Source: an optimization exercise on an open RTL-to-GDS flow (aim: small area and a short achievable clock period). Production flows keep margins and buffers that such runs may drop. Function was checked by simulation only, so behaviour that the tests miss may differ from the original. The flow treats the clock pin as an ideal source. Dropping or thinning the clock tree relies on that and would not hold on a real chip. Power and IR drop assume default switching activity.

// led_scan_capture
module led_scan_capture
#(
  parameter int unsigned STABLE_CYCLES  = 4,
  parameter int unsigned TIMEOUT_CYCLES = 1048576
) (
  input  logic         Clock,
  input  logic         RST,
  input  logic [35:0]  GPIO_1,
  output logic [15:0][15:0] RedPixels,
  output logic [15:0][15:0] GrnPixels,
  output logic         frame_valid,
  output logic         frame_error,
  output logic         stalled,
  output logic [15:0]  frame_count
);
export LEC_CHECK = 0
export CAP_MARGIN = 20
export CORE_MARGIN = 2
export CORE_UTILIZATION = 62
export SETUP_SLACK_MARGIN = 3.7
export SLEW_MARGIN = 20
create_clock -name core_clock -period 6.0 [get_ports {Clock}]
standard.sh (not shown) runs the stock make flow with config.mk's settings and CLKGATE_MAP_FILE= SYNTH_SCRIPT=/design/flow/synth_recipe.tcl, a recipe that flattens the netlist after the stock synthesis.
==> flow/flow/run.sh <==
#!/bin/bash
# Own layout flow: the standard ORFS flow, with plain buffers on the
# ports, a fanout limit and no delay cells for the placement-stage
# buffering, and a two-level clock tree (clock_tree.tcl) in place of
# TritonCTS. Make's output goes to flow_make.log here; ORFS's per-step logs
# stay under orfs/logs/.
set -euo pipefail
bash standard.sh finish \
  BUFFER_PORTS_ARGS="-buffer_cell sky130_fd_sc_hd__buf_2" \
  PRE_RESIZE_TCL="$PWD/flow/pre_resize.tcl" \
  PRE_CTS_TCL="$PWD/flow/clock_tree.tcl" \
  > flow_make.log 2>&1
==> flow/flow/clock_tree.tcl <==
# Shallow clock tree, built in place of TritonCTS (sourced as the PRE_CTS
# hook). The registers are split by recursive bisection of their placement
# into leaf groups of at most CT_LEAF_MAX; each group gets a leaf clock
# buffer at its centre. The leaf buffers are split the same way into
# CT_MID groups, each driven by one buffer on the clock port's net, so
# the port drives CT_MID buffer inputs and every register is two buffers
# from the port. No register's clock is delayed against another's on
# purpose: all take the same two-buffer path.
set ct_leaf_max 26
set ct_mid      4
set ct_leaf_cell sky130_fd_sc_hd__clkbuf_16
set ct_mid_cell  sky130_fd_sc_hd__clkbuf_16

set ct_block [ord::get_db_block]
set ct_clk_net [$ct_block findNet Clock]

# Split items {name x y} into k groups of near-equal size by recursive
# bisection along the wider side.
proc ct_split { items k } {
  if { $k <= 1 } { return [list $items] }
  set xs [lmap it $items { lindex $it 1 }]
  set ys [lmap it $items { lindex $it 2 }]
  set w [expr { [tcl::mathfunc::max {*}$xs] - [tcl::mathfunc::min {*}$xs] }]
  set h [expr { [tcl::mathfunc::max {*}$ys] - [tcl::mathfunc::min {*}$ys] }]
  set idx [expr { $w >= $h ? 1 : 2 }]
  set sorted [lsort -real -index $idx $items]
  set k1 [expr { $k / 2 }]
  set k2 [expr { $k - $k1 }]
  set n [llength $sorted]
  set n1 [expr { int(round(double($n) * $k1 / $k)) }]
  return [concat [ct_split [lrange $sorted 0 [expr { $n1 - 1 }]] $k1] \
                 [ct_split [lrange $sorted $n1 end] $k2]]
}

proc ct_centre { items } {
  set sx 0.0; set sy 0.0
  foreach it $items { set sx [expr { $sx + [lindex $it 1] }]; set sy [expr { $sy + [lindex $it 2] }] }
  set n [llength $items]
  return [list [expr { int($sx / $n) }] [expr { int($sy / $n) }]]
}

proc ct_buffer { block cell name in_net x y } {
  set master [[ord::get_db] findMaster $cell]
  set inst [odb::dbInst_create $block $master $name]
  $inst setLocation [expr { $x - [$master getWidth] / 2 }] [expr { $y - [$master getHeight] / 2 }]
  $inst setPlacementStatus PLACED
  [$inst findITerm A] connect $in_net
  set out [odb::dbNet_create $block "${name}_net"]
  $out setSigType CLOCK
  [$inst findITerm X] connect $out
  return [list $inst $out]
}

# Register clock pins on the port's net.
set ct_sinks {}
foreach it [$ct_clk_net getITerms] {
  set inst [$it getInst]
  set b [$inst getBBox]
  lappend ct_sinks [list $it [expr { ([$b xMin] + [$b xMax]) / 2 }] [expr { ([$b yMin] + [$b yMax]) / 2 }]]
}
set ct_n [llength $ct_sinks]
set ct_nleaf [expr { ($ct_n + $ct_leaf_max - 1) / $ct_leaf_max }]
puts "clock_tree: $ct_n sinks, $ct_nleaf leaf buffers, $ct_mid mid buffers"
$ct_clk_net setSigType CLOCK

set ct_leaves {}
set i 0
foreach grp [ct_split $ct_sinks $ct_nleaf] {
  lassign [ct_centre $grp] x y
  lappend ct_leaves [list $grp $x $y $i]
  incr i
}
set j 0
foreach mgrp [ct_split $ct_leaves $ct_mid] {
  lassign [ct_centre $mgrp] mx my
  lassign [ct_buffer $ct_block $ct_mid_cell "clkbuf_mid_$j" $ct_clk_net $mx $my] minst mnet
  foreach leaf $mgrp {
    lassign $leaf grp x y li
    lassign [ct_buffer $ct_block $ct_leaf_cell "clkbuf_leaf_$li" $mnet $x $y] linst lnet
    foreach s $grp {
      set it [lindex $s 0]
      $it disconnect
      $it connect $lnet
    }
  }
  incr j
}

# Stand in for TritonCTS: cts.tcl's call then does nothing.
rename clock_tree_synthesis ct_unused_clock_tree_synthesis
proc clock_tree_synthesis { args } {
  puts "clock_tree: TritonCTS skipped, tree built by clock_tree.tcl"
  set_propagated_clock [all_clocks]
}
==> flow/flow/pre_resize.tcl <==
set_max_fanout 16 [current_design]
set_dont_use {sky130_fd_sc_hd__dlygate* sky130_fd_sc_hd__dlymetal* sky130_fd_sc_hd__clkdlybuf*}
Then changed:
--- a/flow/flow/run.sh
+++ b/flow/flow/run.sh
@@ -9 +9 @@
-  BUFFER_PORTS_ARGS="-buffer_cell sky130_fd_sc_hd__buf_2" \
+  BUFFER_PORTS_ARGS="-buffer_cell sky130_fd_sc_hd__buf_1" \
==> flow/flow/pre_resize.tcl (replaced) <==
set_dont_use {sky130_fd_sc_hd__dlygate* sky130_fd_sc_hd__dlymetal* sky130_fd_sc_hd__clkdlybuf*}
Outcome: Die area is unchanged; worst hold slack is worse by 13 ps; routed wire length drops by 5.7%; first-iteration DRC count fell by 0.87%; setup slack degrades by 17 ps; total power decreases by 0.52%.
Then changed:
--- a/flow/flow/run.sh
+++ b/flow/flow/run.sh
@@ -9 +9 @@
-  BUFFER_PORTS_ARGS="-buffer_cell sky130_fd_sc_hd__buf_1" \
+  BUFFER_PORTS_ARGS="-buffer_cell sky130_fd_sc_hd__buf_2" \
--- a/flow/flow/clock_tree.tcl
+++ b/flow/flow/clock_tree.tcl
@@ -9 +9 @@
-set ct_leaf_max 26
+set ct_leaf_max 20
@@ -11 +11 @@
-set ct_leaf_cell sky130_fd_sc_hd__clkbuf_16
+set ct_leaf_cell sky130_fd_sc_hd__clkbuf_8
--- a/flow/flow/pre_resize.tcl
+++ b/flow/flow/pre_resize.tcl
@@ -0,0 +1 @@
+set_max_fanout 16 [current_design]
Outcome: Sequential share of layout area came out lower by 2.4 points. Core utilization came out higher by 2.9 points. Area after synthesis does not change. First-iteration DRC count came out lower by a few percent. Setup slack is worse by 8.0 ps. Combinational power came out higher by well over a third. Global-route usage came out higher by 2.5 points. Wire length came out higher by a few percent. Power came out lower by a few percent. Worst hold slack is better by 16 ps. Flip-flop and latch count is unchanged.
Then changed:
--- a/flow/flow/run.sh
+++ b/flow/flow/run.sh
@@ -9 +9 @@
-  BUFFER_PORTS_ARGS="-buffer_cell sky130_fd_sc_hd__buf_2" \
+  BUFFER_PORTS_ARGS="-buffer_cell sky130_fd_sc_hd__buf_1" \
--- a/flow/flow/clock_tree.tcl
+++ b/flow/flow/clock_tree.tcl
@@ -9 +9 @@
-set ct_leaf_max 20
+set ct_leaf_max 26
@@ -11 +11 @@
-set ct_leaf_cell sky130_fd_sc_hd__clkbuf_8
+set ct_leaf_cell sky130_fd_sc_hd__clkbuf_16
==> flow/flow/pre_resize.tcl (replaced) <==
set_dont_use {sky130_fd_sc_hd__dlygate* sky130_fd_sc_hd__dlymetal* sky130_fd_sc_hd__clkdlybuf*}
--- a/flow/config.mk
+++ b/flow/config.mk
@@ -11 +11 @@
-export SETUP_SLACK_MARGIN = 3.7
+export SETUP_SLACK_MARGIN = 3.74
Global-route usage decreases by 2.1 points; routed wire length decreases by 4.9%; area after synthesis stays the same; flip-flop and latch count stays the same.
No run of this note takes its clock network from TritonCTS; it comes from the design's own scripts or RTL.

[afterwards: timing with drivers on the ports]
In the flow no input, the clock included, has a driving cell. The finished layouts below were timed again as built, in two steps.
Step 1, drivers: a clkbuf_16 drives Clock and a buf_2 each remaining input, both assumed.
Step 2 moves the port delays by t, midway between the first and last clock arrival at a register: inputs arrive t later, outputs are due t later. That takes back most of the time a late clock gives input paths.
Slacks: ideal ports / drivers / drivers and shift; pairs: ideal ports / drivers.
| run | t, ns | slack for setup (ns) | slew at the worst register clock pin (ns) |
|---|---|---|---|
| the first run | 0.556 | 3.733 / 3.613 / 3.277 | 0.10 / 0.10 |
| the second run | 0.540 | 3.716 / 3.585 / 3.270 | 0.10 / 0.10 |
| the third run | 0.540 | 3.708 / 3.620 / 3.279 | 0.12 / 0.12 |
| the fourth run | 0.547 | 3.747 / 3.611 / 3.313 | 0.10 / 0.10 |
After both steps setup and hold are still met in every run listed. For the first run, which loses most, drivers alone change the setup slack by -0.120 ns; drivers and shift together by -0.456 ns.
